What follows belongs to an exercise in optimizing a design on an open flow for small area and a short achievable clock period; a production flow would make more cautious choices.
The RTL was checked by simulation tests, not by an equivalence proof against the original design.
No activity file was given, so power comes from the tool's default toggle rates.

**flow/design.v**
```verilog
package tag_mem_pkg;
    localparam logic [1:0] RW_IDLE    = 2'b00;
    localparam logic [1:0] RW_READ    = 2'b01;
    localparam logic [1:0] RW_WRITE   = 2'b10;
    localparam logic [1:0] RW_ILLEGAL = 2'b11;
    localparam logic [1:0] ERR_NONE = 2'b00;
    localparam logic [1:0] ERR_SEL  = 2'b01;
    localparam logic [1:0] ERR_ADDR = 2'b10;
    localparam logic [1:0] ERR_SEQ  = 2'b11;
endpackage
module tag_mem_bank #(
    parameter int DEPTH = 48
) (
    input  logic             clk,
    input  logic             we,
    input  logic [DEPTH-1:0] wsel,
    input  logic [DEPTH-1:0] rsel,
    input  logic [15:0]      wr_dat,
    output logic [15:0]      rd_dat
);
    logic [DEPTH-1:0][15:0] mem;
    for (genvar i = 0; i < DEPTH; i++) begin : g_word
        always_ff @(posedge clk) begin
            if (we && wsel[i]) begin
                mem[i] <= wr_dat;
            end
        end
    end
    always_comb begin
        rd_dat = '0;
        for (int i = 0; i < DEPTH; i++) begin
            rd_dat = rd_dat | (mem[i] & {16{rsel[i]}});
        end
    end
endmodule
module tag_mem_bank_responder #(
    parameter int DEPTH   = 48,
    parameter int TIMEOUT = 8
) (
    input  logic        clk,
    input  logic        reset,
    input  logic [2:0]  mem_sel,
    input  logic [1:0]  RorW,
    input  logic [5:0]  mem_address,
    input  logic        PC_B,
    input  logic        SE,
    input  logic        WE,
    input  logic [15:0] mem_data_out,
    output logic [15:0] mem_read_in,
    output logic        mem_busy,
    output logic        mem_err,
    output logic [1:0]  err_code
);
    localparam int            CW       = (TIMEOUT > 2) ? $clog2(TIMEOUT) : 1;
    localparam logic [CW-1:0] TMO_LAST = CW'(TIMEOUT - 1);
    logic            busy, acc;
    logic [CW-1:0]   tmo_cnt;
    logic            lat_rd;
    logic [2:0]      lat_sel;
    logic [5:0]      lat_addr;
    logic [15:0]     rd_q;
    logic [1:0]      err_q;
    logic            err_flag;
    logic [DEPTH-1:0] rsel, wsel;
    logic [15:0]      bank_rd [3];
    logic [15:0]      rd_word;
    logic sel_ok, req, bad_req, rw_acc, addr_oob, start, rd_go, addr_err;
    assign sel_ok   = (mem_sel == 3'b001) || (mem_sel == 3'b010) || (mem_sel == 3'b100);
    assign req      = !busy && !PC_B;
    assign bad_req  = !sel_ok || (RorW == tag_mem_pkg::RW_ILLEGAL);
    assign rw_acc   = (RorW == tag_mem_pkg::RW_READ) || (RorW == tag_mem_pkg::RW_WRITE);
    assign addr_oob = {1'b0, mem_address} >= 7'(DEPTH);
    assign addr_err = req && !bad_req && rw_acc && addr_oob;
    assign start    = req && !bad_req && rw_acc && !addr_oob;
    assign rd_go    = start && (RorW == tag_mem_pkg::RW_READ);
    logic waiting, tmo, rd_done, wr_go, seq_err;
    assign waiting = !PC_B || (!SE && !WE);
    assign tmo     = acc && waiting && (tmo_cnt == TMO_LAST);
    assign rd_done = acc && PC_B && SE && !WE && lat_rd;
    assign wr_go   = acc && PC_B && WE && !SE && !lat_rd;
    assign seq_err = tmo || (acc && !waiting && !rd_done && !wr_go);
    logic rec_done;
    assign rec_done = (RorW == tag_mem_pkg::RW_IDLE) && !SE && !WE;
    logic busy_nxt, acc_nxt, set_err;
    logic [1:0] err_nxt;
    always_comb begin
        if (!busy) begin
            busy_nxt = req && (bad_req || rw_acc);
            acc_nxt  = start;
        end else if (acc) begin
            busy_nxt = 1'b1;
            acc_nxt  = waiting && !tmo;
        end else begin
            busy_nxt = !rec_done;
            acc_nxt  = 1'b0;
        end
        set_err = (req && bad_req) || addr_err || seq_err;
        if (!busy)
            err_nxt = bad_req ? tag_mem_pkg::ERR_SEL : tag_mem_pkg::ERR_ADDR;
        else
            err_nxt = tag_mem_pkg::ERR_SEQ;
    end
    always_ff @(posedge clk or posedge reset) begin
        if (reset) begin
            busy     <= 1'b0;
            acc      <= 1'b0;
            err_flag <= 1'b0;
            err_q    <= tag_mem_pkg::ERR_NONE;
            rd_q     <= '0;
        end else begin
            busy <= busy_nxt;
            acc  <= acc_nxt;
            if (set_err) begin
                err_flag <= 1'b1;
                err_q    <= err_nxt;
            end
            if (rd_go) begin
                rd_q <= rd_word;
            end
        end
    end
    always_ff @(posedge clk) begin
        if (!busy) begin
            lat_rd   <= (RorW == tag_mem_pkg::RW_READ);
            lat_sel  <= mem_sel;
            lat_addr <= mem_address;
        end
        tmo_cnt <= acc ? tmo_cnt + 1'b1 : '0;
    end
    function automatic logic [DEPTH-1:0] word_dec(input logic [5:0] a);
        for (int i = 0; i < DEPTH; i++) begin
            if (i >= 32)
                word_dec[i] = a[5] && (a[3:0] == 4'(i));
            else
                word_dec[i] = !a[5] && (a[4:0] == 5'(i));
        end
    endfunction
    assign rsel = word_dec(mem_address);
    assign wsel = word_dec(lat_addr);
    for (genvar b = 0; b < 3; b++) begin : g_bank
        tag_mem_bank #(
            .DEPTH (DEPTH)
        ) u_bank (
            .clk    (clk),
            .we     (wr_go && lat_sel[b]),
            .wsel   (wsel),
            .rsel   (rsel),
            .wr_dat (mem_data_out),
            .rd_dat (bank_rd[b])
        );
    end
    assign rd_word = (bank_rd[0] & {16{mem_sel[0]}}) |
                     (bank_rd[1] & {16{mem_sel[1]}}) |
                     (bank_rd[2] & {16{mem_sel[2]}});
    assign mem_read_in = rd_q;
    assign mem_busy    = busy;
    assign mem_err     = err_flag;
    assign err_code    = err_q;
endmodule
```
**flow/run.sh**
```bash
#!/bin/bash
# synth_recipe.tcl (not shown) runs the flow's synth.tcl, then flattens the netlist and writes it again
# the make line also repeats each setting of config.mk as NAME=value (left out here)
make -C /OpenROAD-flow-scripts/flow DESIGN_CONFIG=/design/flow/config.mk WORK_HOME=/design/flow/orfs CLKGATE_MAP_FILE= SYNTH_SCRIPT=/design/flow/synth_recipe.tcl finish
```
**flow/constraint.sdc**
```tcl
create_clock -name core_clock -period 4.0 [get_ports {clk}]
set_input_delay 0.8000 -clock core_clock [delete_from_list [all_inputs] [get_ports {clk}]]
set_output_delay 0.8000 -clock core_clock [all_outputs]
set_load 0.01 [all_outputs]
```
**flow/config.mk**
```make
export PLATFORM = sky130hd
export DESIGN_NAME = tag_mem_bank_responder
export DESIGN_NICKNAME = tag_mem_bank_responder
export VERILOG_FILES = /design/flow/design.v
export SDC_FILE = /design/flow/constraint.sdc
export NUM_CORES = 4
export LEC_CHECK = 0
export CAP_MARGIN = 20
export CORE_MARGIN = 2
export CORE_UTILIZATION = 40
export SETUP_SLACK_MARGIN = 1.5
export SLEW_MARGIN = 20
```
==> results.cfg, run 1 <==
[routing]
routedWlPerCell_um = 47.43
dr.pass1.iters = 10
drtIter0Drc = 13830
routed-via-count = 63896
via_per_inst = 7.079
drc = 0
antenna_left = 0
totalWireLength_um = 428100

[clocking]
htree_levels = 4
cts-root-buf = clkbuf_16
clockBufferDepth = 3
cts_tree = done
cts_sinks = 2338
hold_buffers = 0
clock_latency_ns = 0.91
clkTransAtPathRegs_ns = 0.06
cts_buffers = 227

[timing]
min_period_over_period_pct = 71.32
rsz0062_at_grt = true
postLayoutSetupSlackWorst_ns = 1.147
drv_slew = 0
fmaxAchievable_mhz = 350.5
finalSetupViolations = 0
finClkSkew_ns = 0.04788
worstMarginPinSlew_ns = 1.050
period_minus_slack_ns = 2.853
hold_viol = 0
relSlewSlack_pct = 29.13

[run_status]
status = finished clean

[place]
io_buffers = 51
dp.cells = 8228
postPlaceCellArea_sq_um = 98160
dpl.hpwl_um = 252400
place_congestion = 0.9920
post-place-ws_ns = -0.6221

[floorplan]
coreArea_sq_um = 217400
die_w_um = 471.9
initial_core_util_pct = 40.29
dieArea_sq_um = 222700
top_level_ports = 52
std_cell_rows = 171
die_y_um = 471.9

[critical_path]
crit_fanout = 7
rr_worst_depth = 7
end_kind = flop
crit_arrival_ns = 3.61
worst-r2r-setup-slack_ns = 1.29
required_ns = 4.76
r2r-start = g_bank[0].u_bank.mem[431]$_DFFE_PP_
regToRegEndpoint = rd_q[15]$_DFFE_PP0P_
start_kind = input pin
critPathKind = in -> reg

[yosys]
synthDistinctLibCells = 89
synth_seq_cells = 2338
async_reset_ff_share_pct = 0.8982
synth_area_sq_um = 87590
syn_nets = 5018
synth_warnings = 3
seq_area_frac_synth_pct = 80.00
synth_edf_count = 2314
syn_avg_cell_area_sq_um = 17.58
synth_ff_type = edfxtp_1
netlist_instances = 4981

[grt]
grt_pass1_vias = 57320
grt_start_max_net_pins = 129
grt_overflow_total = 0
antenna_found_initial = 42
grt_usage_pct = 37.19
grt_pass1_wl_um = 547400

[cells_and_area]
fin_util_pct = 51.93
final_cell_area_sq_um = 112900
layout-drive-gt1-share_pct = 31.41
final_nets = 5983
final_cells = 9026
areaGrowthSynthToFinish_pct = 28.88

[power_and_ir_drop]
finalPower_mw = 51.83
power-per-cell-area_nw_per_um2 = 459.1
leakage_nw = 37.62
vdd_ir_drop_max_uv = 519.0

[hold_path]
hold_start = mem_data_out[0]
hold_path_depth = 1
hold_path_end = g_bank[1].u_bank.mem[624]$_DFFE_PP_
min_path_type = in -> reg

[run]
drv_cap = 0
-- sequential cells by signal, indices dropped and copies added (netlist names) --
signal	cells
acc	1
err_flag	1
rd_q	16
err_q	2
tmo_cnt	3
busy	1
lat_rd	1
g_bank.u_bank.mem	2304
lat_sel	3
lat_addr	6
-- layer usage --
| layer | vias to the layer above | global-route usage [%] | routed length [um] |
|---|---|---|---|
| met5 | - | 0.2812 | 712 |
| met4 | 32 | 24.94 | 38070 |
| met3 | 1769 | 15.99 | 75260 |
| met2 | 7053 | 51.84 | 173600 |
| met1 | 32243 | 46.86 | 140500 |
| li1 | 22799 | - | - |
-- where the power goes --
group	total [mW]	leakage, nW	internal [mW]	switching [mW]
logic	3.05	13.0	1.01	2.04
clock network	21.7	3.59	12.1	9.59
registers	27.0	21.1	27.0	0.0912
total	51.8	37.6	40.1	11.7
-- cells in the mapped netlist (all sizes together) (12+ instances only) --
cell type	number	area share, %
nor2	235	1.0
a32o	15	0.17
mux2i	91	1.0
nand3b	21	0.21
a21oi	58	0.33
inv	12	0.051
o21ai	29	0.17
nand2	124	0.53
clkbuf	168	0.72
edfxtp	2314	79
buf	157	1.0
a22oi	503	4.3
dfrtp	21	0.60
a32oi	31	0.31
a221oi	127	1.3
o41ai	18	0.18
o22ai	16	0.11
o2bb2ai	12	0.12
nor3b	13	0.12
a22o	115	1.1
nand4	164	1.2
and3	262	1.9
mux2	26	0.33
nand3	96	0.55
nor3	33	0.19
or4	18	0.15
a2111oi	87	0.87
nor4	28	0.20
-- stage by stage --
stage	hold WS [ns]	setup TNS, ns
6_report	0.3595	0
5_1_grt	0.3409	0
4_1_cts	0.3192	0
3_5_place_dp	0.4171	-3.276
3_3_place_gp	0.4071	-3.486
2_1_floorplan	0.3984	0
-- final cells by class --
| type | instances | area, sq um |
|---|---|---|
| fillers | 17268 | 104500 |
| multi-input cells | 2305 | 19530 |
| diodes | 27 | 67.56 |
| well taps | 2854 | 3571 |
| inverters | 13 | 51.30 |
| clock buffers | 293 | 6033 |
| flip-flops and latches | 2338 | 70090 |
| repair buffers | 1061 | 12140 |
| clock inverters | 135 | 1406 |
-- critical path, cell delays in order --
cell,delay (ns)
buf_16,0.13
buf_12,0.15
nor4bb_4,0.19
buf_12,0.16
buf_8,0.12
buf_12,0.12
and3_4,0.18
a2111oi_4,0.37
nand4_1,0.30
nor4_4,0.67
o22a_1,0.28
a31oi_1,0.09
-- cell families after synthesis --
group	after synthesis	share of synthesized area, %
DFF	2338	80.00
adders and majority gates	5	0.07142
buffers and inverters	338	1.790
muxes	118	1.400
xor gates and xnor gates	1	0.01000
and+or+nand+nor	1072	6.764
AOI/OAI and AO/OA	1109	9.964
-- cell usage in the layout (no fill, tap or decap), types with 50 or more instances in the layout --
| master | instances |
|---|---|
| edfxtp_1 | 2314 |
| a22oi_1 | 457 |
| a21oi_1 | 51 |
| clkbuf_16 | 241 |
| buf_4 | 626 |
| nand4_1 | 164 |
| and3_1 | 245 |
| buf_12 | 204 |
| mux2i_1 | 88 |
| a22o_1 | 112 |
| clkinv_1 | 50 |
| nand3_1 | 83 |
| nor2_4 | 118 |
| nand2_1 | 110 |
| clkbuf_1 | 60 |
| a221oi_1 | 82 |
| nor2_2 | 82 |
| buf_6 | 137 |
-- repair_timing --
item                                     CTS  global route
pin swaps                                123           133
buffers inserted                         199           112
gates cloned                              20            12
gates resized for setup                  490           266
endpoints found under the setup margin  1088          1724
endpoints found under the hold margin      0             0
-- worst max path at each step --
stage,start,to,slack (ns),cells past startpoint
finish,mem_address[3],rd_q[15]$_DFFE_PP0P_,1.15,12
global route,mem_address[3],rd_q[15]$_DFFE_PP0P_,1.27,13
CTS,lat_addr[5]$_DFFE_PN_,g_bank[1].u_bank.mem[26]$_DFFE_PP_,1.24,4
detailed placement,mem_address[5],rd_q[8]$_DFFE_PP0P_,-0.62,11
global placement,mem_address[5],rd_q[8]$_DFFE_PP0P_,-0.61,11
floorplan,mem_address[5],rd_q[9]$_DFFE_PP0P_,1.19,11
==> inputs of run 2 (changes only) <==
--- a/flow/config.mk
+++ b/flow/config.mk
@@ -8,5 +8,7 @@
 export CAP_MARGIN = 20
 export CORE_MARGIN = 2
 export CORE_UTILIZATION = 40
+export CTS_CLUSTER_DIAMETER = 70
+export CTS_CLUSTER_SIZE = 24
 export SETUP_SLACK_MARGIN = 1.5
 export SLEW_MARGIN = 20
==> results.cfg, run 2 <==
[run_status]
status = finished clean

[clocking]
cts_buffers = 135
cts_tree = done
clock_latency_ns = 0.86
cts-root-buf = clkbuf_16
cts_sinks = 2338
clkTransAtPathRegs_ns = 0.10
clockBufferDepth = 3
htree_levels = 4
hold_buffers = 0

[floorplan]
die_w_um = 471.9
std_cell_rows = 171
top_level_ports = 52
initial_core_util_pct = 40.29
dieArea_sq_um = 222700
coreArea_sq_um = 217400
die_y_um = 471.9

[cells_and_area]
largest_reg_flops = 2304
layout_common_cells = edfxtp_1 (2314), buf_4 (597), a22oi_1 (464)
largest_register = g_bank.u_bank.mem
final_nets = 5805
fillers = 17728
areaGrowthSynthToFinish_pct = 23.77
layout-drive-gt1-share_pct = 28.40
final_cell_area_sq_um = 108400
largest_registers = g_bank.u_bank.mem (2304), rd_q (16), lat_addr (6)
layout_commonest_cell = edfxtp_1

[routing]
dr_wl_met3_um = 75250
dr.max_layer_used = met5
totalWireLength_um = 422400
antenna_left = 0
via_per_inst = 7.180
wl_met2_um = 172700
routedWlPerCell_um = 48.27
drc = 0
dr.pass1.iters = 6
routed-via-count = 62835
wl_met1_um = 137300
drtIter0Drc = 13571

[timing]
period_minus_slack_ns = 2.869
worstMarginPinSlew_ns = 1.069
finalSetupViolations = 0
hold_viol = 0
finClkSkew_ns = 0.04862
drv_slew = 0
postLayoutSetupSlackWorst_ns = 1.131
relSlewSlack_pct = 28.73
min_period_over_period_pct = 71.72
rsz0062_at_grt = true
fmaxAchievable_mhz = 348.6

[yosys]
syn_avg_cell_area_sq_um = 17.58
yosysMostFrequentCell = edfxtp_1
yosys-top-cells-area = edfxtp_1 (79%), a22oi_1 (4.3%), and3_1 (1.9%)
yosysTopAreaCellShare_pct = 79.33
synthDistinctLibCells = 89
synth_commonest_cells = edfxtp_1 (2314), a22oi_1 (502), and3_1 (262)
synth_seq_cells = 2338
async_reset_ff_share_pct = 0.8982
synth_area_sq_um = 87590
syn_nets = 5018
synth_ff_type = edfxtp_1
netlist_instances = 4981
synth_edf_count = 2314
synth_warnings = 3
seq_area_frac_synth_pct = 80.00
synth_largest_area_cell = edfxtp_1

[place]
dpl.hpwl_um = 252400
post-place-ws_ns = -0.6221
postPlaceCellArea_sq_um = 98160
io_buffers = 51
place_congestion = 0.9920

[grt]
antenna_found_initial = 42
grt_pass1_vias = 55699
grt_pass1_wl_um = 541100
grt_overflow_total = 0
grt_start_max_net_pins = 129
grt_usage_pct = 36.88

[run]
drv_cap = 0

[critical_path]
start_kind = input pin
critPathKind = in -> reg
crit_fanout = 7
crit_arrival_ns = 3.61
end_kind = flop
required_ns = 4.74

[hold_path]
min_path_type = in -> reg

[power_and_ir_drop]
power-per-cell-area_nw_per_um2 = 423.8
vdd_ir_drop_max_uv = 481.3
leakage_nw = 35.56
[run 2: cell counts after synthesis]
No cell type changed its count.
[run 2: power by group]
group	leakage, nW	internal (mW)	total [mW]	switching [mW]
logic	12.3	0.942	2.91	1.97
clock network	2.19	7.33	16.0	8.69
registers	21.1	26.9	27.0	0.0913
[run 2: path summary, 6_finish.rpt]
kind / startpoint / end / slack (ns) / cells past startpoint
worst min register to register: tmo_cnt[0]$_SDFF_PN0_ / tmo_cnt[0]$_SDFF_PN0_ / 0.42 / 1
worst max register to register: g_bank[0].u_bank.mem[447]$_DFFE_PP_ / rd_q[15]$_DFFE_PP0P_ / 1.28 / 7
worst max-delay path: mem_address[3] / rd_q[15]$_DFFE_PP0P_ / 1.13 / 11
max in group asynchronous: reset / rd_q[9]$_DFFE_PP0P_ / 2.90 / 3
worst min-delay path: mem_data_out[0] / g_bank[1].u_bank.mem[624]$_DFFE_PP_ / 0.40 / 1
min in group asynchronous: reset / rd_q[1]$_DFFE_PP0P_ / 0.49 / 3
[run 2: layout make-up]
cell class | instances | area (sq um) | share of cell area (%)
sequential | 2338 | 70090 | 64.65
tap | 2854 | 3571 | 3.294
antenna | 35 | 87.58 | 0.08079
clock buffer | 157 | 3566 | 3.289
clock inverter | 74 | 964.7 | 0.8899
timing repair buffer | 975 | 11140 | 10.27
multi-input combinational | 2305 | 18940 | 17.47
inverter | 13 | 48.80 | 0.04501
[run 2: timing repair]
| action | 4_1_cts | 5_1_grt |
|---|---|---|
| resized for setup | 431 | 139 |
| setup buffers | 169 | 61 |
| setup endpoints to repair | 1127 | 1282 |
| pin swaps | 117 | 71 |
| gates cloned | 22 | 5 |
[run 2: kinds of logic after synthesis]
logic type,count (synthesis),synth area share [%]
compound gates,1109,9.964
xor+xnor,1,0.01000
fa+ha+maj,5,0.07142
buf+inv,338,1.790
flops,2338,80.00
mux,118,1.400
simple gates,1072,6.764
[run 2: critical path: stages]
cell	delay (ns)
buf_16	0.14
buf_12	0.15
nor4bb_4	0.22
buf_4	0.19
buf_6	0.14
and3_1	0.21
a2111oi_4	0.38
nand4_1	0.29
nor4_4	0.67
o22a_1	0.29
a31oi_1	0.09
[run 2: through the flow]
| step | setup TNS (ns) | std cells | power [mW] | utilization [%] | hold slack, ns |
|---|---|---|---|---|---|
| after floorplan | 0 | 4981 | 28.21 | - | 0.3984 |
| final | 0 | 8751 | 45.95 | 49.87 | 0.3967 |
| after CTS | 0 | 8650 | 45.51 | 49.24 | 0.3560 |
| after global routing | 0 | 8726 | 46.55 | 49.84 | 0.3657 |
| after detailed placement | -3.276 | 8228 | 29.89 | 45.16 | 0.4171 |
| after global placement | -3.486 | 8228 | 29.87 | 45.15 | 0.4071 |
[run 2: layer usage]
metal  vias up  global-route usage (%)
met1     31852                   46.29
met3      1645                   15.64
met4        34                   25.05
li1      22323                       -
met2      6981                   51.56
met5         -                  0.7355
==> inputs of run 3 (changes only) <==
--- a/flow/design.v
+++ b/flow/design.v
@@ -26,12 +26,48 @@
             end
         end
     end
-    always_comb begin
-        rd_dat = '0;
-        for (int i = 0; i < DEPTH; i++) begin
-            rd_dat = rd_dat | (mem[i] & {16{rsel[i]}});
-        end
-    end
+    for (genvar j = 0; j < 16; j++) begin : g_bit
+        logic [15:0] l1;    
+        logic [3:0]  l2;    
+        logic [1:0]  l3;    
+        for (genvar k = 0; k < 16; k++) begin : g_l1
+            tag_mem_aoi222 u_aoi (.a1(mem[3*k][j]), .a2(rsel[3*k]),
+                                  .b1(mem[3*k+1][j]), .b2(rsel[3*k+1]),
+                                  .c1(mem[3*k+2][j]), .c2(rsel[3*k+2]), .y(l1[k]));
+        end
+        for (genvar m = 0; m < 4; m++) begin : g_l2
+            tag_mem_nand4 u_nand (.a(l1[4*m]), .b(l1[4*m+1]), .c(l1[4*m+2]), .d(l1[4*m+3]),
+                                  .y(l2[m]));
+        end
+        for (genvar n = 0; n < 2; n++) begin : g_l3
+            tag_mem_nor2 u_nor (.a(l2[2*n]), .b(l2[2*n+1]), .y(l3[n]));
+        end
+        tag_mem_nand2 u_out (.a(l3[0]), .b(l3[1]), .y(rd_dat[j]));
+    end
+endmodule
+module tag_mem_aoi222 (
+    input  logic a1, a2, b1, b2, c1, c2,
+    output logic y
+);
+    assign y = !((a1 && a2) || (b1 && b2) || (c1 && c2));
+endmodule
+module tag_mem_nand4 (
+    input  logic a, b, c, d,
+    output logic y
+);
+    assign y = !(a && b && c && d);
+endmodule
+module tag_mem_nor2 (
+    input  logic a, b,
+    output logic y
+);
+    assign y = !(a || b);
+endmodule
+module tag_mem_nand2 (
+    input  logic a, b,
+    output logic y
+);
+    assign y = !(a && b);
 endmodule
 module tag_mem_bank_responder #(
     parameter int DEPTH   = 48,
@@ -56,12 +92,13 @@
     logic            busy, acc;
     logic [CW-1:0]   tmo_cnt;
     logic            lat_rd;
-    logic [2:0]      lat_sel;
-    logic [5:0]      lat_addr;
+    logic [8:0]      lat_bh;
+    logic [3:0]      lat_mid, lat_lo;
     logic [15:0]     rd_q;
     logic [1:0]      err_q;
     logic            err_flag;
-    logic [DEPTH-1:0] rsel, wsel;
+    logic [DEPTH-1:0] rsel;
+    logic [DEPTH-1:0] wsel [3];
     logic [15:0]      bank_rd [3];
     logic [15:0]      rd_word;
     logic sel_ok, req, bad_req, rw_acc, addr_oob, start, rd_go, addr_err;
@@ -121,9 +158,16 @@
     end
     always_ff @(posedge clk) begin
         if (!busy) begin
-            lat_rd   <= (RorW == tag_mem_pkg::RW_READ);
-            lat_sel  <= mem_sel;
-            lat_addr <= mem_address;
+            lat_rd  <= (RorW == tag_mem_pkg::RW_READ);
+            for (int b = 0; b < 3; b++) begin
+                lat_bh[3*b + 0] <= mem_sel[b] && !mem_address[5] && !mem_address[4];
+                lat_bh[3*b + 1] <= mem_sel[b] && !mem_address[5] &&  mem_address[4];
+                lat_bh[3*b + 2] <= mem_sel[b] &&  mem_address[5];
+            end
+            for (int k = 0; k < 4; k++) begin
+                lat_mid[k] <= (mem_address[3:2] == 2'(k));
+                lat_lo[k]  <= (mem_address[1:0] == 2'(k));
+            end
         end
         tmo_cnt <= acc ? tmo_cnt + 1'b1 : '0;
     end
@@ -136,14 +180,18 @@
         end
     endfunction
     assign rsel = word_dec(mem_address);
-    assign wsel = word_dec(lat_addr);
+    always_comb begin
+        for (int b = 0; b < 3; b++)
+            for (int i = 0; i < DEPTH; i++)
+                wsel[b][i] = lat_bh[3*b + i/16] && lat_mid[(i/4)%4] && lat_lo[i%4];
+    end
     for (genvar b = 0; b < 3; b++) begin : g_bank
         tag_mem_bank #(
             .DEPTH (DEPTH)
         ) u_bank (
             .clk    (clk),
-            .we     (wr_go && lat_sel[b]),
-            .wsel   (wsel),
+            .we     (wr_go),
+            .wsel   (wsel[b]),
             .rsel   (rsel),
             .wr_dat (mem_data_out),
             .rd_dat (bank_rd[b])
--- a/flow/config.mk
+++ b/flow/config.mk
@@ -12,3 +12,5 @@
 export CTS_CLUSTER_SIZE = 24
 export SETUP_SLACK_MARGIN = 1.5
 export SLEW_MARGIN = 20
+export SYNTH_HIERARCHICAL = 1
+export SYNTH_MINIMUM_KEEP_SIZE = 0
==> results.cfg, run 3 <==
[cells_and_area]
final_cell_area_sq_um = 99080
layout_commonest_cell = edfxtp_1
layout-drive-gt1-share_pct = 24.20
areaGrowthSynthToFinish_pct = 19.47
fin_util_pct = 47.94
largest_registers = g_bank.u_bank.mem (2304), rd_q (16), lat_bh (9)
layout_common_cells = edfxtp_1 (2322), a222oi_1 (784), buf_4 (601)
largest_register = g_bank.u_bank.mem
largest_reg_flops = 2304
fillers = 16847
final_nets = 4918

[floorplan]
die_w_um = 459.3
std_cell_rows = 167
die_y_um = 459.3
dieArea_sq_um = 211000
top_level_ports = 52
initial_core_util_pct = 40.13
coreArea_sq_um = 206700

[routing]
drtIter0Drc = 10292
dr.pass1.iters = 13
routedWlPerCell_um = 33.59
via_per_inst = 6.382
totalWireLength_um = 257700
antenna_left = 0
routed-via-count = 48948
drc = 0

[hold_path]
min_path_type = in -> reg
hold_start = mem_data_out[15]

[critical_path]
crit_arrival_ns = 3.57
r2r-start = lat_mid[1]$_DFFE_PN_
startpoint = mem_address[4]
start_kind = input pin
crit_fanout = 6
required_ns = 4.65
end_kind = flop
critPathKind = in -> reg

[yosys]
yosysTopAreaCellShare_pct = 84.08
synthDistinctLibCells = 33
synth_ff_type = edfxtp_1
async_reset_ff_share_pct = 0.8951
yosysMostFrequentCell = edfxtp_1
seq_area_frac_synth_pct = 84.79
synth_seq_cells = 2346
yosys-top-cells-area = edfxtp_1 (84%), a222oi_1 (9.5%), nand4_1 (1.5%)
syn_nets = 4018
syn_avg_cell_area_sq_um = 20.83
synth_largest_area_cell = edfxtp_1
synth_commonest_cells = edfxtp_1 (2322), a222oi_1 (784), nand4_1 (195)
synth_edf_count = 2322
netlist_instances = 3981
synth_warnings = 11
synth_area_sq_um = 82930

[run]
drv_cap = 0

[grt]
grt_usage_pct = 23.83
antenna_found_initial = 6
grt_overflow_total = 0
grt_pass1_wl_um = 358500
grt_start_max_net_pins = 129
grt_pass1_vias = 46803

[place]
place_congestion = 0.8831
io_buffers = 51
dpl.hpwl_um = 153700
postPlaceCellArea_sq_um = 92970

[timing]
rsz0062_at_grt = true
relSlewSlack_pct = 20.48
drv_slew = 0
fmaxAchievable_mhz = 342.9
hold_slack_ns = 0.3926
finClkSkew_ns = 0.06986
min_period_over_period_pct = 72.91
hold_viol = 0
worstMarginPinSlew_ns = 1.192
finalSetupViolations = 0
period_minus_slack_ns = 2.916

[clocking]
clockBufferDepth = 3
cts_buffers = 121
cts_sinks = 2346
cts_tree = done
htree_levels = 3
cts-root-buf = clkbuf_16
clkTransAtPathRegs_ns = 0.09
hold_buffers = 0
clock_latency_ns = 0.83

[power_and_ir_drop]
vdd_ir_drop_max_uv = 373.0
leakage_nw = 32.23
power-per-cell-area_nw_per_um2 = 436.5

[run_status]
status = finished clean
run 3: cell count changes after synthesis, sizes merged, moves of 86 or more:
cell / previous run / this run
nand3: 96 / 3
buf: 157 / 12
and2: 10 / 155
a222oi: 4 / 784
a22o: 115 / 0
a221oi: 127 / 0
a2111oi: 87 / 1
mux2i: 91 / 0
a22oi: 503 / 0
and3: 262 / 144
clkbuf: 168 / 51
run 3: area by class of cell:
class                   count  area [sq um]  area share (%)
flip-flops and latches   2346         70330           70.99
multi-input cells        1574         13240           13.37
repair buffers            824          8235           8.312
well taps                2704          3383           3.415
clock buffers             153          3189           3.219
clock inverters            51         623.1          0.6289
inverters                  14         58.81         0.05936
diodes                      4         10.01         0.01010
run 3: repair_timing:
action,4_1_cts,5_1_grt
endpoints found under the setup margin,36,42
setup buffers,104,14
cloned,21,0
gates resized for setup,236,44
pin swaps,134,86
run 3: per-layer routing:
layer  track usage [%]  wire length [um]  up-vias
met2             37.12            118100     3132
met3             4.218             28230      378
met1             33.11             98780    25451
li1                  -                 -    19987
met5                 0                 0        -
met4             10.10             12570        0
run 3: cell families (layout without fill, tap and decap cells):
logic type / Yosys count / count (layout) / synth area share (%)
buf+inv: 77 / 1042 / 0.4496
compound gates: 811 / 811 / 9.693
simple gates: 741 / 757 / 4.982
xor+xnor: 1 / 1 / 0.01056
fa+ha+maj: 5 / 5 / 0.07544
flops: 2346 / 2346 / 84.79
other cells: 0 / 4 / 0
run 3: where the power goes:
group	internal [mW]	switching [mW]	total, mW
sequential	27.0	0.134	27.2
clock	6.15	7.93	14.1
combinational	0.634	1.38	2.02
run 3: worst paths after layout:
check / cells after the start / endpoint / slack (ns)
hold / removal: 1 / g_bank[0].u_bank.mem[607]$_DFFE_PP_ / 0.39
setup / recovery: 16 / rd_q[11]$_DFFE_PP0P_ / 1.08
max in group asynchronous: 3 / rd_q[11]$_DFFE_PP0P_ / 3.20
hold reg to reg: 1 / tmo_cnt[0]$_SDFF_PN0_ / 0.44
min in group asynchronous: 3 / rd_q[9]$_DFFE_PP0P_ / 0.40
setup reg to reg: 4 / g_bank[2].u_bank.mem[74]$_DFFE_PP_ / 1.55
run 3: critical path, stage by stage:
cell and delay (ns):
buf_6 0.07, buf_12 0.11, buf_8 0.12, nor2_4 0.04
buf_6 0.13, nand2_2 0.08, buf_12 0.14, nor2_4 0.10
buf_4 0.16, a222oi_1 0.57, nand4_1 0.41, nor2_4 0.20
buf_6 0.15, nand2_1 0.06, a222oi_1 0.27, a21oi_1 0.11
run 3: through the flow:
step | worst slack (ns) | TNS, ns | cells | power, mW
floorplan | 0.9724 | 0 | 3981 | 28.12
global placement | -0.8150 | -8.578 | 7320 | 29.51
detailed placement | -0.7607 | -8.255 | 7320 | 29.54
CTS | 1.201 | 0 | 7649 | 43.35
global route | 1.101 | 0 | 7667 | 44.28
finish | 1.084 | 0 | 7670 | 43.25
run 3: modules after synthesis (local to each module, per instance), excerpt:
| module | cells | flip-flops and latches |
|---|---|---|
| tag_mem_nand2 | 1 | 0 |
| tag_mem_nor2 | 1 | 0 |
| tag_mem_nand4 | 1 | 0 |
| tag_mem_aoi222 | 1 | 0 |
| tag_mem_bank_responder | 414 | 42 |
==> inputs of run 4 (changes only) <==
--- a/flow/design.v
+++ b/flow/design.v
@@ -94,13 +94,12 @@
     logic            lat_rd;
     logic [8:0]      lat_bh;
     logic [3:0]      lat_mid, lat_lo;
-    logic [15:0]     rd_q;
+    logic [15:0]     rd_qn [3];
     logic [1:0]      err_q;
     logic            err_flag;
     logic [DEPTH-1:0] rsel;
     logic [DEPTH-1:0] wsel [3];
     logic [15:0]      bank_rd [3];
-    logic [15:0]      rd_word;
     logic sel_ok, req, bad_req, rw_acc, addr_oob, start, rd_go, addr_err;
     assign sel_ok   = (mem_sel == 3'b001) || (mem_sel == 3'b010) || (mem_sel == 3'b100);
     assign req      = !busy && !PC_B;
@@ -143,7 +142,9 @@
             acc      <= 1'b0;
             err_flag <= 1'b0;
             err_q    <= tag_mem_pkg::ERR_NONE;
-            rd_q     <= '0;
+            rd_qn[0] <= '1;
+            rd_qn[1] <= '1;
+            rd_qn[2] <= '1;
         end else begin
             busy <= busy_nxt;
             acc  <= acc_nxt;
@@ -152,7 +153,9 @@
                 err_q    <= err_nxt;
             end
             if (rd_go) begin
-                rd_q <= rd_word;
+                for (int b = 0; b < 3; b++) begin
+                    rd_qn[b] <= ~(bank_rd[b] & {16{mem_sel[b]}});
+                end
             end
         end
     end
@@ -197,10 +200,7 @@
             .rd_dat (bank_rd[b])
         );
     end
-    assign rd_word = (bank_rd[0] & {16{mem_sel[0]}}) |
-                     (bank_rd[1] & {16{mem_sel[1]}}) |
-                     (bank_rd[2] & {16{mem_sel[2]}});
-    assign mem_read_in = rd_q;
+    assign mem_read_in = ~(rd_qn[0] & rd_qn[1] & rd_qn[2]);
     assign mem_busy    = busy;
     assign mem_err     = err_flag;
     assign err_code    = err_q;
==> results.cfg, run 4 <==
[routing]
drc = 0
wl_met1_um = 99190
antenna_left = 0
via_per_inst = 6.402
routed-via-count = 48739
drtIter0Drc = 10079
totalWireLength_um = 257400
dr_wl_met3_um = 28770
dr.pass1.iters = 13
wl_met2_um = 118900
dr.max_layer_used = met5
routedWlPerCell_um = 33.81

[cells_and_area]
final_nets = 4754
largest_registers = g_bank.u_bank.mem (2304), rd_qn (48), lat_bh (9)
fillers = 17315
final_cells = 7613
areaGrowthSynthToFinish_pct = 17.36
layout-drive-gt1-share_pct = 20.89
largest_reg_flops = 2304
final_cell_area_sq_um = 98670
largest_register = g_bank.u_bank.mem
layout_common_cells = edfxtp_1 (2322), a222oi_1 (768), buf_4 (362)
layout_commonest_cell = edfxtp_1
fin_util_pct = 47.13

[timing]
min_period_over_period_pct = 65.35
hold_viol = 0
drv_slew = 0
finClkSkew_ns = 0.04190
finalSetupViolations = 0
setup_tns_ns = 0
rsz0062_at_grt = true
fmaxAchievable_mhz = 382.6
worstMarginPinSlew_ns = 1.075
period_minus_slack_ns = 2.614
relSlewSlack_pct = 28.27

[power_and_ir_drop]
seq_power_share_pct = 62.0
power-per-cell-area_nw_per_um2 = 452.3
p_switching_mw = 9.823
p_clk_share_pct = 33.8
p_comb_share_pct = 4.3
p_int_mw = 34.81
switching_share_pct = 22.01
vdd_ir_drop_max_uv = 454.5
leakage_nw = 31.38

[clocking]
cts_tree = done
cts_sinks = 2378
cts_buffers = 132
clkTransAtPathRegs_ns = 0.08
cts-root-buf = clkbuf_16
clock_latency_ns = 0.83
clockBufferDepth = 3
htree_levels = 4

[yosys]
yosysMostFrequentCell = edfxtp_1
netlist_instances = 4084
seq_area_frac_synth_pct = 84.66
async_reset_ff_share_pct = 2.229
synth_edf_count = 2322
syn_avg_cell_area_sq_um = 20.59
synth_ff_type = edfxtp_1
synth_commonest_cells = edfxtp_1 (2322), a222oi_1 (768), nor2_1 (196)
synth_area_sq_um = 84070
yosysTopAreaCellShare_pct = 82.93
synthDistinctLibCells = 36
yosys-top-cells-area = edfxtp_1 (83%), a222oi_1 (9.1%), dfstp_2 (1.5%)
synth_seq_cells = 2378
synth_largest_area_cell = edfxtp_1
syn_nets = 4121
synth_warnings = 13

[critical_path]
crit_fanout = 7
cpMaxStageDelayCell = a222oi_1
startpoint = mem_address[2]
required_ns = 4.74
slowest_delay_ns = 0.56
start_kind = input pin
rr_worst_depth = 4
r2r-start = lat_lo[2]$_DFFE_PN_
critPathKind = in -> reg
regToRegEndpoint = g_bank[0].u_bank.mem[687]$_DFFE_PP_
end_kind = flop
crit_arrival_ns = 3.36
worst-r2r-setup-slack_ns = 1.68
worstPathCellList = buf_6 -> buf_8 -> nand2b_4 -> inv_4 -> buf_6 -> nand2_4 -> buf_12 -> buf_8 -> nor2_4 -> buf_12 -> buf_4 -> a222oi_1 -> nand4_1 -> nor2_1 -> buf_4 -> nand2_1 -> a31oi_1
endpoint = rd_qn[1][8]$_DFFE_PP1P_

[grt]
grt_pass1_wl_um = 356600
grt_pass1_vias = 46106
grt_overflow_total = 0
antenna_found_initial = 8
grt_start_max_net_pins = 145
grt_usage_pct = 23.09

[hold_path]
min_path_type = reg -> reg

[floorplan]
die_y_um = 462.5
initial_core_util_pct = 40.16
top_level_ports = 52
die_w_um = 462.5
coreArea_sq_um = 209400
std_cell_rows = 168
dieArea_sq_um = 213900

[place]
dpl.hpwl_um = 148700
place_congestion = 0.8720
postPlaceCellArea_sq_um = 92140
dp.cells = 7268
io_buffers = 51

[run]
drv_cap = 0

[run_status]
status = finished clean
==> run 4: worst min-delay path by stage <==
stage | from | to | slack (ns) | cells after the start
5_1_grt | tmo_cnt[0]$_SDFF_PN0_ | tmo_cnt[0]$_SDFF_PN0_ | 0.44 | 1
2_1_floorplan | tmo_cnt[0]$_SDFF_PN0_ | tmo_cnt[0]$_SDFF_PN0_ | 0.40 | 1
3_3_place_gp | tmo_cnt[0]$_SDFF_PN0_ | tmo_cnt[0]$_SDFF_PN0_ | 0.41 | 1
6_report | tmo_cnt[0]$_SDFF_PN0_ | tmo_cnt[0]$_SDFF_PN0_ | 0.43 | 1
4_1_cts | mem_address[3] | lat_mid[0]$_DFFE_PN_ | 0.39 | 2
3_5_place_dp | tmo_cnt[0]$_SDFF_PN0_ | tmo_cnt[0]$_SDFF_PN0_ | 0.42 | 1
==> run 4: timing repair <==
| action | 4_1_cts | 5_1_grt |
|---|---|---|
| setup buffers | 65 | 25 |
| gates cloned | 22 | 8 |
| pin swaps | 101 | 89 |
| setup endpoints to repair | 151 | 437 |
| gates resized for setup | 260 | 73 |
| hold buffers | 0 | 0 |
==> run 4: per-layer routing <==
| metal | vias up | global-route usage, % |
|---|---|---|
| met3 | 379 | 3.860 |
| li1 | 19761 | - |
| met4 | 2 | 8.893 |
| met1 | 25414 | 32.76 |
| met5 | - | 0 |
| met2 | 3183 | 35.78 |
==> run 4: cell families after synthesis <==
kind of cell	synth area share (%)
DFF	84.66
AOI/OAI and AO/OA	9.608
and+or+nand+nor	5.158
buffers and inverters	0.4941
adders and majority gates	0.07441
xor gates and xnor gates	0.01042
==> run 4: stage by stage <==
stage / power, mW / hold WS [ns] / setup WS (ns)
global placement: 29.83 / 0.4110 / -0.3241
detailed placement: 29.87 / 0.4185 / -0.2980
floorplan: 28.59 / 0.3984 / 1.081
finish: 44.63 / 0.4285 / 1.386
CTS: 44.68 / 0.3883 / 1.322
global route: 45.65 / 0.4380 / 1.353
==> run 4: power groups by stage <==
stage | combinational, mW | sequential [mW] | clock (mW)
global placement | 1.63 | 28.2 | 0
finish | 1.90 | 27.7 | 15.1
detailed placement | 1.68 | 28.2 | 0
CTS | 1.82 | 27.7 | 15.2
global route | 1.98 | 27.7 | 16.0
floorplan | 0.520 | 28.1 | 0
==> run 4: modules after synthesis (local to each module, per instance), excerpt <==
module                  cells inside  flops+latches  area (sq um)  copies in the design
tag_mem_nand2                      1              0         3.754                    48
tag_mem_aoi222                     1              0         10.01                   768
tag_mem_bank_responder           517             74          4348                     1
tag_mem_nand4                      1              0         6.256                   192
tag_mem_nor2                       1              0         3.754                    96
==> run 4: worst max-delay path, delay by kind of cell <==
| family | cells | cell delay [ns] |
|---|---|---|
| buf+inv | 9 | 1.04 |
| simple gates | 6 | 0.76 |
| compound gates | 2 | 0.74 |
==> run 4: final cells by class <==
type	instances	area [sq um]	area share, %
antenna	6	15.01	0.01522
clock buffer	161	3507	3.555
clock inverter	58	694.4	0.7038
inverter	14	60.06	0.06087
multi-input combinational	1637	13660	13.85
sequential	2378	71170	72.14
tap	2805	3510	3.557
timing repair buffer	554	6041	6.122
==> inputs of run 5 (changes only) <==
--- a/flow/design.v
+++ b/flow/design.v
@@ -69,6 +69,24 @@
 );
     assign y = !(a && b);
 endmodule
+module tag_mem_inv (
+    input  logic a,
+    output logic y
+);
+    assign y = !a;
+endmodule
+module tag_mem_nand3 (
+    input  logic a, b, c,
+    output logic y
+);
+    assign y = !(a && b && c);
+endmodule
+module tag_mem_and3 (
+    input  logic a, b, c,
+    output logic y
+);
+    assign y = a && b && c;
+endmodule
 module tag_mem_bank_responder #(
     parameter int DEPTH   = 48,
     parameter int TIMEOUT = 8
@@ -94,7 +112,7 @@
     logic            lat_rd;
     logic [8:0]      lat_bh;
     logic [3:0]      lat_mid, lat_lo;
-    logic [15:0]     rd_qn [3];
+    logic [15:0]     rd_q [3];
     logic [1:0]      err_q;
     logic            err_flag;
     logic [DEPTH-1:0] rsel;
@@ -142,9 +160,9 @@
             acc      <= 1'b0;
             err_flag <= 1'b0;
             err_q    <= tag_mem_pkg::ERR_NONE;
-            rd_qn[0] <= '1;
-            rd_qn[1] <= '1;
-            rd_qn[2] <= '1;
+            rd_q[0]  <= '0;
+            rd_q[1]  <= '0;
+            rd_q[2]  <= '0;
         end else begin
             busy <= busy_nxt;
             acc  <= acc_nxt;
@@ -154,7 +172,7 @@
             end
             if (rd_go) begin
                 for (int b = 0; b < 3; b++) begin
-                    rd_qn[b] <= ~(bank_rd[b] & {16{mem_sel[b]}});
+                    rd_q[b] <= bank_rd[b] & {16{mem_sel[b]}};
                 end
             end
         end
@@ -174,15 +192,20 @@
         end
         tmo_cnt <= acc ? tmo_cnt + 1'b1 : '0;
     end
-    function automatic logic [DEPTH-1:0] word_dec(input logic [5:0] a);
-        for (int i = 0; i < DEPTH; i++) begin
-            if (i >= 32)
-                word_dec[i] = a[5] && (a[3:0] == 4'(i));
-            else
-                word_dec[i] = !a[5] && (a[4:0] == 5'(i));
-        end
-    endfunction
-    assign rsel = word_dec(mem_address);
+    logic [3:0] pd_lo, pd_mid;
+    logic [2:0] pd_hi;
+    always_comb begin
+        for (int k = 0; k < 4; k++) begin
+            pd_lo[k]  = (mem_address[1:0] == 2'(k));
+            pd_mid[k] = (mem_address[3:2] == 2'(k));
+        end
+        pd_hi[0] = !mem_address[5] && !mem_address[4];
+        pd_hi[1] = !mem_address[5] &&  mem_address[4];
+        pd_hi[2] =  mem_address[5];
+    end
+    for (genvar i = 0; i < DEPTH; i++) begin : g_rdec
+        tag_mem_and3 u_and (.a(pd_lo[i%4]), .b(pd_mid[(i/4)%4]), .c(pd_hi[i/16]), .y(rsel[i]));
+    end
     always_comb begin
         for (int b = 0; b < 3; b++)
             for (int i = 0; i < DEPTH; i++)
@@ -200,7 +223,13 @@
             .rd_dat (bank_rd[b])
         );
     end
-    assign mem_read_in = ~(rd_qn[0] & rd_qn[1] & rd_qn[2]);
+    for (genvar j = 0; j < 16; j++) begin : g_out
+        logic [2:0] qn;
+        for (genvar b = 0; b < 3; b++) begin : g_inv
+            tag_mem_inv u_inv (.a(rd_q[b][j]), .y(qn[b]));
+        end
+        tag_mem_nand3 u_nand (.a(qn[0]), .b(qn[1]), .c(qn[2]), .y(mem_read_in[j]));
+    end
     assign mem_busy    = busy;
     assign mem_err     = err_flag;
     assign err_code    = err_q;
==> results.cfg, run 5 <==
[yosys]
syn_nets = 4193
netlist_instances = 4156
synth_warnings = 13
syn_avg_cell_area_sq_um = 20.30
synthDistinctLibCells = 31
yosys-top-cells-area = edfxtp_1 (83%), a222oi_1 (9.1%), dfrtp_1 (1.6%)
synth-adder-area-share_pct = 0.07416
seq_area_frac_synth_pct = 84.30
synthSimpleGateAreaFrac_pct = 5.447
synth_edf_count = 2322
async_reset_ff_share_pct = 2.229
synth_seq_cells = 2378
muxShareOfSynthArea_pct = 0
synth_largest_area_cell = edfxtp_1
synthXorXnorAreaFrac_pct = 0.01038
synth_top_family_by_area = compound AO/OA/AOI/OAI gates
synth_commonest_cells = edfxtp_1 (2322), a222oi_1 (768), nand4_1 (195)
synth_ff_type = edfxtp_1
synth_compound_area_share_pct = 9.500
yosysMostFrequentCell = edfxtp_1
yosysTopAreaCellShare_pct = 82.66
synth_area_sq_um = 84350

[critical_path]
path_delay_family = simple AND/OR/NAND/NOR gates
start_kind = input pin
worstPathCellList = buf_6 -> nor2b_4 -> buf_8 -> buf_12 -> and3_2 -> a222oi_1 -> nand4_1 -> nor2_1 -> nand2_1 -> nand2_1 -> o21ai_1
slowest_delay_ns = 0.50
required_ns = 4.68
startpoint = mem_address[0]
end_kind = flop
regToRegEndpoint = g_bank[2].u_bank.mem[230]$_DFFE_PP_
cpMaxStageDelayCell = nor2_1
cp.depth = 11
crit_fanout = 15
r2r-start = lat_lo[2]$_DFFE_PN_
crit_top_cell = nand2_1
path_buf_inv = 3
critPathKind = in -> reg
endpoint = rd_q[0][14]$_DFFE_PP0P_
crit_arrival_ns = 3.22
worst-r2r-setup-slack_ns = 1.54
rr_worst_depth = 4

[power_and_ir_drop]
vdd_ir_drop_max_uv = 397.2
leakage_nw = 31.26
power-per-cell-area_nw_per_um2 = 444.3

[grt]
antenna_found_initial = 13
grt_start_max_net_pins = 145
grt_use_met1_pct = 31.15
grt_overflow_total = 0
grt_use_met2_pct = 37.92
grt_pass1_wl_um = 355800
grt_usage_pct = 22.97
grt_pass1_vias = 46211
grtUsageMet3_pct = 2.997
top_usage_layer = met2

[timing]
rsz0062_at_grt = true
relSlewSlack_pct = 18.37
finClkSkew_ns = 0.04076
drv_slew = 0
fmaxAchievable_mhz = 393.5
worstMarginPinSlew_ns = 1.224
finalSetupViolations = 0
min_period_over_period_pct = 63.53
hold_viol = 0
hold_slack_ns = 0.3543
period_minus_slack_ns = 2.541

[cells_and_area]
layout_commonest_cell = edfxtp_1
largest_registers = g_bank.u_bank.mem (2304), rd_q (48), lat_bh (9)
layout_common_cells = edfxtp_1 (2322), a222oi_1 (768), buf_4 (360)
final_cell_area_sq_um = 97270
final_cells = 7629
layout-drive-gt1-share_pct = 18.46
fillers = 17437
largest_register = g_bank.u_bank.mem
areaGrowthSynthToFinish_pct = 15.32
largest_reg_flops = 2304
final_nets = 4781

[place]
postPlaceCellArea_sq_um = 91320
dp.cells = 7257
io_buffers = 51
place_congestion = 0.8304
dpl.hpwl_um = 142500

[clocking]
cts-root-buf = clkbuf_16
cts_buffers = 118
cts_sinks = 2378
cts_tree = done
hold_buffers = 0
htree_levels = 3
clockBufferDepth = 3
clkTransAtPathRegs_ns = 0.10
clock_latency_ns = 0.81

[floorplan]
die_y_um = 463.2
std_cell_rows = 168
initial_core_util_pct = 40.25
dieArea_sq_um = 214600
die_w_um = 463.2
coreArea_sq_um = 209600
top_level_ports = 52

[routing]
drc = 0
routed-via-count = 48643
routedWlPerCell_um = 33.63
via_per_inst = 6.376
totalWireLength_um = 256500
dr.pass1.iters = 13
antenna_left = 0
drtIter0Drc = 9823

[run]
drv_cap = 0

[hold_path]
min_path_type = in -> reg
hold_start = mem_data_out[9]

[run_status]
status = finished clean
-- run 5: cell count changes after synthesis, moves of 43 or more --
cell	previous run	this run
dfstp_2	48	0
and3_1	144	193
o21ai_1	0	43
dfrtp_1	5	53
a31oi_1	48	0
nor2_1	196	105
nand2_1	65	148
-- run 5: kinds of logic (layout without fill, tap and decap cells) --
kind of cell / after synthesis / count (layout)
DFF: 2378 / 2378
AOI/OAI and AO/OA: 827 / 827
and+or+nand+nor: 826 / 861
buffers and inverters: 119 / 748
adders and majority gates: 5 / 5
xor gates and xnor gates: 1 / 1
other: 0 / 4
-- run 5: repair_timing --
| item | 4_1_cts | 5_1_grt |
|---|---|---|
| setup buffers | 107 | 22 |
| setup endpoints to repair | 68 | 361 |
| gates resized for setup | 257 | 84 |
| gates cloned | 33 | 10 |
| pin swaps | 74 | 73 |
-- run 5: worst min path at each step --
stage | slack (ns) | endpoint | cells after the start
finish | 0.35 | g_bank[2].u_bank.mem[441]$_DFFE_PP_ | 1
global route | 0.33 | g_bank[2].u_bank.mem[537]$_DFFE_PP_ | 1
CTS | 0.29 | g_bank[2].u_bank.mem[441]$_DFFE_PP_ | 1
detailed placement | 0.44 | tmo_cnt[0]$_SDFF_PN0_ | 1
global placement | 0.41 | tmo_cnt[0]$_SDFF_PN0_ | 1
floorplan | 0.40 | tmo_cnt[0]$_SDFF_PN0_ | 1
-- run 5: layout make-up --
cell class              count  area [sq um]  share of cell area [%]
diodes                      4         10.01                 0.01029
clock buffers             158          3176                   3.265
clock inverters            38         519.2                  0.5338
inverters                  54         222.7                  0.2290
multi-input cells        1694         13720                   14.10
flip-flops and latches   2378         71120                   73.12
well taps                2805          3510                   3.608
repair buffers            498          4995                   5.135
-- run 5: power by group --
group	internal [mW]	switching (mW)
Clock	6.14	7.77
Combinational	0.547	1.35
Sequential	27.3	0.0688
Total	34.0	9.19
-- run 5: modules after synthesis, one instance, submodules excluded, excerpt --
module	cell area (sq um)	flops+latches	cells inside	copies in the design
tag_mem_and3	6.256	0	1	48
tag_mem_aoi222	10.01	0	1	768
tag_mem_bank_responder	4066	74	477	1
tag_mem_inv	3.754	0	1	48
tag_mem_nand4	6.256	0	1	192
tag_mem_nand3	5.005	0	1	16
tag_mem_nor2	3.754	0	1	96
tag_mem_nand2	3.754	0	1	48
-- run 5: through the flow --
stage	total power, mW	worst slack (ns)	TNS [ns]	utilization (%)
finish	43.22	1.459	0	46.42
floorplan	28.42	1.500	0	-
CTS	43.26	1.474	0	46.15
global placement	29.59	-0.2695	-1.190	43.57
global route	44.26	1.425	0	46.41
detailed placement	29.62	-0.2462	-1.068	43.57
-- run 5: metal layers --
metal	wire length [um]	vias to the layer above	part of all wire (%)
li1	-	19866	-
met1	96530	25361	38
met2	123900	2967	48
met3	25040	433	9.8
met4	10990	16	4.3
met5	115	-	0.045
==> inputs of run 6 (changes only) <==
--- a/flow/design.v
+++ b/flow/design.v
@@ -12,8 +12,7 @@
     parameter int DEPTH = 48
 ) (
     input  logic             clk,
-    input  logic             we,
-    input  logic [DEPTH-1:0] wsel,
+    input  logic [DEPTH-1:0] wen,
     input  logic [DEPTH-1:0] rsel,
     input  logic [15:0]      wr_dat,
     output logic [15:0]      rd_dat
@@ -21,7 +20,7 @@
     logic [DEPTH-1:0][15:0] mem;
     for (genvar i = 0; i < DEPTH; i++) begin : g_word
         always_ff @(posedge clk) begin
-            if (we && wsel[i]) begin
+            if (wen[i]) begin
                 mem[i] <= wr_dat;
             end
         end
@@ -86,6 +85,12 @@
     output logic y
 );
     assign y = a && b && c;
+endmodule
+module tag_mem_and2 (
+    input  logic a, b,
+    output logic y
+);
+    assign y = a && b;
 endmodule
 module tag_mem_bank_responder #(
     parameter int DEPTH   = 48,
@@ -116,7 +121,7 @@
     logic [1:0]      err_q;
     logic            err_flag;
     logic [DEPTH-1:0] rsel;
-    logic [DEPTH-1:0] wsel [3];
+    logic [DEPTH-1:0] wen [3];
     logic [15:0]      bank_rd [3];
     logic sel_ok, req, bad_req, rw_acc, addr_oob, start, rd_go, addr_err;
     assign sel_ok   = (mem_sel == 3'b001) || (mem_sel == 3'b010) || (mem_sel == 3'b100);
@@ -206,18 +211,25 @@
     for (genvar i = 0; i < DEPTH; i++) begin : g_rdec
         tag_mem_and3 u_and (.a(pd_lo[i%4]), .b(pd_mid[(i/4)%4]), .c(pd_hi[i/16]), .y(rsel[i]));
     end
-    always_comb begin
-        for (int b = 0; b < 3; b++)
-            for (int i = 0; i < DEPTH; i++)
-                wsel[b][i] = lat_bh[3*b + i/16] && lat_mid[(i/4)%4] && lat_lo[i%4];
+    logic [3:0]  wgo_lo;
+    logic [11:0] wrow [3];
+    for (genvar k = 0; k < 4; k++) begin : g_wcol
+        tag_mem_and2 u_and (.a(wr_go), .b(lat_lo[k]), .y(wgo_lo[k]));
+    end
+    for (genvar b = 0; b < 3; b++) begin : g_wrow
+        for (genvar r = 0; r < DEPTH / 4; r++) begin : g_r
+            tag_mem_and2 u_and (.a(lat_bh[3*b + r/4]), .b(lat_mid[r%4]), .y(wrow[b][r]));
+        end
+        for (genvar i = 0; i < DEPTH; i++) begin : g_w
+            tag_mem_and2 u_and (.a(wrow[b][i/4]), .b(wgo_lo[i%4]), .y(wen[b][i]));
+        end
     end
     for (genvar b = 0; b < 3; b++) begin : g_bank
         tag_mem_bank #(
             .DEPTH (DEPTH)
         ) u_bank (
             .clk    (clk),
-            .we     (wr_go),
-            .wsel   (wsel[b]),
+            .wen    (wen[b]),
             .rsel   (rsel),
             .wr_dat (mem_data_out),
             .rd_dat (bank_rd[b])
==> results.cfg, run 6 <==
[run_status]
status = finished clean

[cells_and_area]
final_nets = 4852
layout_commonest_cell = edfxtp_1
final_cells = 7711
largest_reg_flops = 2304
layout-drive-gt1-share_pct = 20.51
final_cell_area_sq_um = 98030
layout_common_cells = edfxtp_1 (2322), a222oi_1 (768), buf_4 (531)
areaGrowthSynthToFinish_pct = 17.59
largest_register = g_bank.u_bank.mem
largest_registers = g_bank.u_bank.mem (2304), rd_q (48), lat_bh (9)

[floorplan]
dieArea_sq_um = 212100
top_level_ports = 52
die_y_um = 460.5
die_w_um = 460.5
initial_core_util_pct = 40.26
std_cell_rows = 167
coreArea_sq_um = 207100

[yosys]
netlist_instances = 4004
async_reset_ff_share_pct = 2.229
yosysTopAreaCellShare_pct = 83.64
yosysMostFrequentCell = edfxtp_1
yosys-top-cells-area = edfxtp_1 (84%), a222oi_1 (9.2%), dfrtp_1 (1.6%)
synth_commonest_cells = edfxtp_1 (2322), a222oi_1 (768), and2_1 (197)
synth_warnings = 13
synth_seq_cells = 2378
synth_area_sq_um = 83370
synth_largest_area_cell = edfxtp_1
syn_nets = 4041
seq_area_frac_synth_pct = 85.30
synthDistinctLibCells = 29
synth_ff_type = edfxtp_1
syn_avg_cell_area_sq_um = 20.82
synth_edf_count = 2322

[critical_path]
crit_fanout = 15
start_kind = input pin
required_ns = 4.67
end_kind = flop
critPathKind = in -> reg
crit_arrival_ns = 3.20

[timing]
postLayoutSetupSlackWorst_ns = 1.474
period_minus_slack_ns = 2.526
finalSetupViolations = 0
min_period_over_period_pct = 63.15
setup_tns_ns = 0
fmaxAchievable_mhz = 395.9
drv_slew = 0
rsz0062_at_grt = true
hold_viol = 0
finClkSkew_ns = 0.04199
relSlewSlack_pct = 24.81
worstMarginPinSlew_ns = 1.128

[clocking]
clock_latency_ns = 0.81
htree_levels = 3
cts_tree = done
clkTransAtPathRegs_ns = 0.09
hold_buffers = 0
cts_buffers = 119
clockBufferDepth = 3
cts_sinks = 2378
cts-root-buf = clkbuf_16

[routing]
antenna_left = 0
dr.pass1.iters = 11
routedWlPerCell_um = 31.10
totalWireLength_um = 239800
drtIter0Drc = 9074
drc = 0
routed-via-count = 47364
via_per_inst = 6.142

[place]
dpl.hpwl_um = 145600
io_buffers = 51
post-place-ws_ns = -0.04317
place_congestion = 0.8292
postPlaceCellArea_sq_um = 92930
dp.cells = 7398

[grt]
grt_pass1_wl_um = 333800
grt_start_max_net_pins = 97
grt_pass1_vias = 45071
grt_usage_pct = 21.73
antenna_found_initial = 6
grt_overflow_total = 0

[hold_path]
min_path_type = reg -> reg

[power_and_ir_drop]
power-per-cell-area_nw_per_um2 = 439.6
vdd_ir_drop_max_uv = 361.3
leakage_nw = 31.36

[run]
drv_cap = 0
[run 6: cell types whose count changed after synthesis, sizes merged]
cell and change:
clkbuf -39, buf -9, and2 +40, and3 -144
[run 6: area by class of cell]
class                   count  area (sq um)
inverters                  54         205.2
diodes                      8         20.02
clock inverters            43         456.7
repair buffers            691          6698
multi-input cells        1571         12680
well taps                2788          3488
clock buffers             178          3344
fillers                 16947        109000
flip-flops and latches   2378         71140
[run 6: cells by family after synthesis]
family	share of synthesized area, %
AO/OA/AOI/OAI	9.613
XOR/XNOR	0.01051
adder cells (fa/ha/maj)	0.07504
buffers and inverters	0.3662
flip-flops	85.30
AND/OR/NAND/NOR	4.636
[run 6: final timing paths]
check,slack [ns],depth (start not counted),start,to
max,1.47,11,mem_address[0],rd_q[2][14]$_DFFE_PP0P_
min,0.43,1,tmo_cnt[0]$_SDFF_PN0_,tmo_cnt[0]$_SDFF_PN0_
max reg2reg,1.59,7,acc$_DFF_PP0_,g_bank[1].u_bank.mem[99]$_DFFE_PP_
min reg2reg,0.43,1,tmo_cnt[0]$_SDFF_PN0_,tmo_cnt[0]$_SDFF_PN0_
max in group asynchronous,2.57,3,reset,rd_q[1][6]$_DFFE_PP0P_
min in group asynchronous,0.61,3,reset,rd_q[2][0]$_DFFE_PP0P_
[run 6: where the power goes]
group	internal (mW)	switching, mW	total (mW)	leakage [nW]
logic	0.524	1.18	1.71	7.94
clock network	6.20	7.78	14.0	1.83
registers	27.3	0.0738	27.4	21.6
[run 6: per-module statistics from Yosys (local to each module, per instance), a selection]
module | copies in the design | area (sq um)
tag_mem_nand2 | 48 | 3.754
tag_mem_nand4 | 192 | 6.256
tag_mem_bank_responder | 1 | 3042
tag_mem_and2 | 184 | 6.256
tag_mem_aoi222 | 768 | 10.01
tag_mem_and3 | 48 | 6.256
tag_mem_nand3 | 16 | 5.005
tag_mem_nor2 | 96 | 3.754
tag_mem_inv | 48 | 3.754
[run 6: per-stage QoR]
step | util (%) | hold WS [ns] | power (mW)
after detailed placement | 44.88 | 0.4253 | 29.53
after global placement | 44.88 | 0.4077 | 29.50
after CTS | 47.05 | 0.4401 | 43.21
after global routing | 47.33 | 0.4750 | 44.22
after floorplan | - | 0.3984 | 28.37
final | 47.34 | 0.4345 | 43.09
[run 6: repair_timing]
item / in CTS / in global routing
setup buffers: 29 / 32
setup endpoints to repair: 1118 / 384
cloned: 11 / 11
gates resized for setup: 223 / 55
hold endpoints to repair: 0 / 0
pin swaps: 37 / 44
[run 6: critical path: stages]
cell	delay, ns
buf_4	0.17
nor2b_4	0.19
buf_12	0.17
and3_4	0.23
buf_4	0.22
a222oi_1	0.53
nand4_1	0.31
nor2_2	0.34
nand2_1	0.08
nand2_1	0.07
o21ai_1	0.05
[run 6: per-layer routing]
layer / up-vias / GRT usage (%) / share of wire (%)
met1: 24731 / 30.66 / 39
met4: 4 / 6.670 / 3.0
met2: 2612 / 35.42 / 48
met3: 257 / 2.612 / 9.1
met5: - / 0 / 0.028
li1: 19760 / - / -
==> inputs of run 7 (changes only) <==
--- a/flow/config.mk
+++ b/flow/config.mk
@@ -10,7 +10,8 @@
 export CORE_UTILIZATION = 40
 export CTS_CLUSTER_DIAMETER = 70
 export CTS_CLUSTER_SIZE = 24
-export SETUP_SLACK_MARGIN = 1.5
+export SETUP_SLACK_MARGIN = 1.6
 export SLEW_MARGIN = 20
 export SYNTH_HIERARCHICAL = 1
 export SYNTH_MINIMUM_KEEP_SIZE = 0
+export TNS_END_PERCENT = 30
==> results.cfg, run 7 <==
[grt]
grt_pass1_wl_um = 343500
grt_overflow_total = 0
grt_pass1_vias = 45067
antenna_found_initial = 8
grt_start_max_net_pins = 145
grt_usage_pct = 22.58

[yosys]
synthDistinctLibCells = 29
async_reset_ff_share_pct = 2.229
synth_area_sq_um = 83370
seq_area_frac_synth_pct = 85.30
synth_seq_cells = 2378
muxShareOfSynthArea_pct = 0
synth_largest_area_cell = edfxtp_1
syn_nets = 4041
yosys-top-cells-area = edfxtp_1 (84%), a222oi_1 (9.2%), dfrtp_1 (1.6%)
synthXorXnorAreaFrac_pct = 0.01051
synth_ff_type = edfxtp_1
synth_commonest_cells = edfxtp_1 (2322), a222oi_1 (768), and2_1 (197)
synth_warnings = 13
yosysMostFrequentCell = edfxtp_1
synth_edf_count = 2322
yosysTopAreaCellShare_pct = 83.64
netlist_instances = 4004
syn_avg_cell_area_sq_um = 20.82
synth_compound_area_share_pct = 9.613
synth-adder-area-share_pct = 0.07504
synth_top_family_by_area = compound AO/OA/AOI/OAI gates
synthSimpleGateAreaFrac_pct = 4.636

[floorplan]
die_y_um = 460.5
dieArea_sq_um = 212100
die_w_um = 460.5
top_level_ports = 52
std_cell_rows = 167
initial_core_util_pct = 40.26
coreArea_sq_um = 207100

[timing]
worstMarginPinSlew_ns = 1.140
fmaxAchievable_mhz = 390.2
finClkSkew_ns = 0.04575
rsz0062_at_grt = true
relSlewSlack_pct = 24.00
setup_tns_ns = 0
finalSetupViolations = 0
drv_slew = 0
hold_viol = 0
hold_slack_ns = 0.4341
min_period_over_period_pct = 64.07
period_minus_slack_ns = 2.563

[cells_and_area]
areaGrowthSynthToFinish_pct = 17.71
largest_register = g_bank.u_bank.mem
layout_commonest_cell = edfxtp_1
largest_reg_flops = 2304
largest_registers = g_bank.u_bank.mem (2304), rd_q (48), lat_bh (9)
layout-drive-gt1-share_pct = 19.71
final_nets = 4705
layout_common_cells = edfxtp_1 (2322), a222oi_1 (768), buf_4 (294)

[run]
drv_cap = 0

[clocking]
htree_levels = 3
cts_sinks = 2378
cts_buffers = 120
cts-root-buf = clkbuf_16
clock_latency_ns = 0.80
cts_tree = done
clkTransAtPathRegs_ns = 0.09
clockBufferDepth = 3

[critical_path]
required_ns = 4.71
crit_arrival_ns = 3.27
crit_fanout = 22
start_kind = input pin
critPathKind = in -> reg
end_kind = flop

[power_and_ir_drop]
leakage_nw = 31.00
power-per-cell-area_nw_per_um2 = 443.9
finalPower_mw = 43.56
vdd_ir_drop_max_uv = 358.5

[place]
dpl.hpwl_um = 136800
place_congestion = 0.7999
io_buffers = 51

[routing]
dr.pass1.iters = 10
routedWlPerCell_um = 34.05
totalWireLength_um = 257500
routed-via-count = 48062
via_per_inst = 6.357
drtIter0Drc = 9785
antenna_left = 0
drc = 0

[run_status]
status = finished clean

[hold_path]
min_path_type = reg -> reg
[run 7: cell counts after synthesis]
Identical to the previous run, type by type.
[run 7: modules after synthesis, one instance, submodules excluded, excerpt]
module | cells inside | copies in the design | flops+latches | area, sq um
tag_mem_inv | 1 | 48 | 0 | 3.754
tag_mem_nand4 | 1 | 192 | 0 | 6.256
tag_mem_nor2 | 1 | 96 | 0 | 3.754
tag_mem_bank_responder | 300 | 1 | 74 | 3042
tag_mem_and3 | 1 | 48 | 0 | 6.256
tag_mem_nand3 | 1 | 16 | 0 | 5.005
tag_mem_and2 | 1 | 184 | 0 | 6.256
tag_mem_nand2 | 1 | 48 | 0 | 3.754
tag_mem_aoi222 | 1 | 768 | 0 | 10.01
[run 7: worst paths after layout]
path	to	from	slack [ns]	cells past startpoint
worst max-delay path	rd_q[0][9]$_DFFE_PP0P_	mem_address[5]	1.44	14
worst min-delay path	tmo_cnt[0]$_SDFF_PN0_	tmo_cnt[0]$_SDFF_PN0_	0.43	1
worst max register to register	g_bank[0].u_bank.mem[569]$_DFFE_PP_	acc$_DFF_PP0_	1.61	6
worst min register to register	tmo_cnt[0]$_SDFF_PN0_	tmo_cnt[0]$_SDFF_PN0_	0.43	1
max in group asynchronous	busy$_DFF_PP0_	reset	2.44	3
min in group asynchronous	rd_q[1][10]$_DFFE_PP0P_	reset	0.66	3
[run 7: power by group]
group	internal (mW)	leakage (nW)	switching, mW
clock	6.50	1.87	7.83
sequential	27.3	21.6	0.0758
combinational	0.522	7.55	1.30
total	34.4	31.0	9.20
[run 7: repair_timing]
action | CTS | global route
cloned | 51 | 34
setup buffers | 72 | 78
pin swaps | 107 | 160
setup endpoints to repair | 355 | 1639
hold buffers | 0 | 0
gates resized for setup | 334 | 107
[run 7: cell type report]
cell class	count	area, sq um
timing repair buffer	500	5878
antenna	10	25.02
multi-input combinational	1614	13480
clock buffer	166	3268
inverter	54	215.2
clock inverter	51	643.1
fill	16924	108900
sequential	2378	71140
tap	2788	3488
[run 7: layer usage]
layer | wire length [um] | vias to the layer above | global-route usage (%)
li1 | - | 19556 | -
met1 | 95030 | 24941 | 30.65
met2 | 125800 | 3129 | 37.24
met3 | 25140 | 436 | 3.503
met4 | 11550 | 0 | 7.510
met5 | 0 | - | 0
[run 7: kinds of logic after synthesis]
kind of cell	count (synthesis)
DFF	2378
adders and majority gates	5
and+or+nand+nor	722
buffers and inverters	71
AOI/OAI and AO/OA	827
xor gates and xnor gates	1
[run 7: per-stage QoR]
stage          setup WS, ns  cells  area [sq um]  util [%]
6_report              1.437   7561         98130     47.39
5_1_grt               1.409   7553         98110     47.38
4_1_cts               1.444   7437         96520     46.61
3_5_place_dp        -0.1714   7097         90500     43.71
3_3_place_gp        -0.1479   7097         90500     43.71
2_1_floorplan         1.525   4004         83670         -
[run 7: critical path, cell delays in order]
cell and delay [ns]:
buf_8 0.10, buf_12 0.13, buf_12 0.13, buf_12 0.14, nor2b_4 0.26, bufbuf_16 0.40
and3_4 0.43, a222oi_1 0.17, nand4_1 0.20, nor2_1 0.08, buf_4 0.13, nand2_1 0.07
nand2_1 0.06, o21ai_1 0.14

## re-timing with driven ports
In the flow no input, the clock included, has a driving cell. The finished layouts below were timed again as built, in two steps.
Step 1 assumes that a clkbuf_16 drives the clock port and a buf_2 every other input.
Step 2, shift: input delay + t, output delay - t, t = (earliest + latest rising clock arrival at the registers) / 2. This alone moves slack from input paths to output paths.
Three values: no drivers, after step 1, after step 2; two values: the first two.
run | shift t [ns] | slack for setup (ns)
run 1 | 0.982 | 1.147 / 0.953 / -0.029
run 2 | 0.933 | 1.131 / 0.954 / 0.020
run 3 | 0.877 | 1.084 / 1.055 / 0.178
run 4 | 0.895 | 1.386 / 1.270 / 0.375
run 5 | 0.875 | 1.459 / 1.416 / 0.540
run 6 | 0.877 | 1.474 / 1.433 / 0.632
run 7 | 0.869 | 1.437 / 1.398 / 0.583
With both steps, setup timing fails in run 1, where it was met with ideal ports.
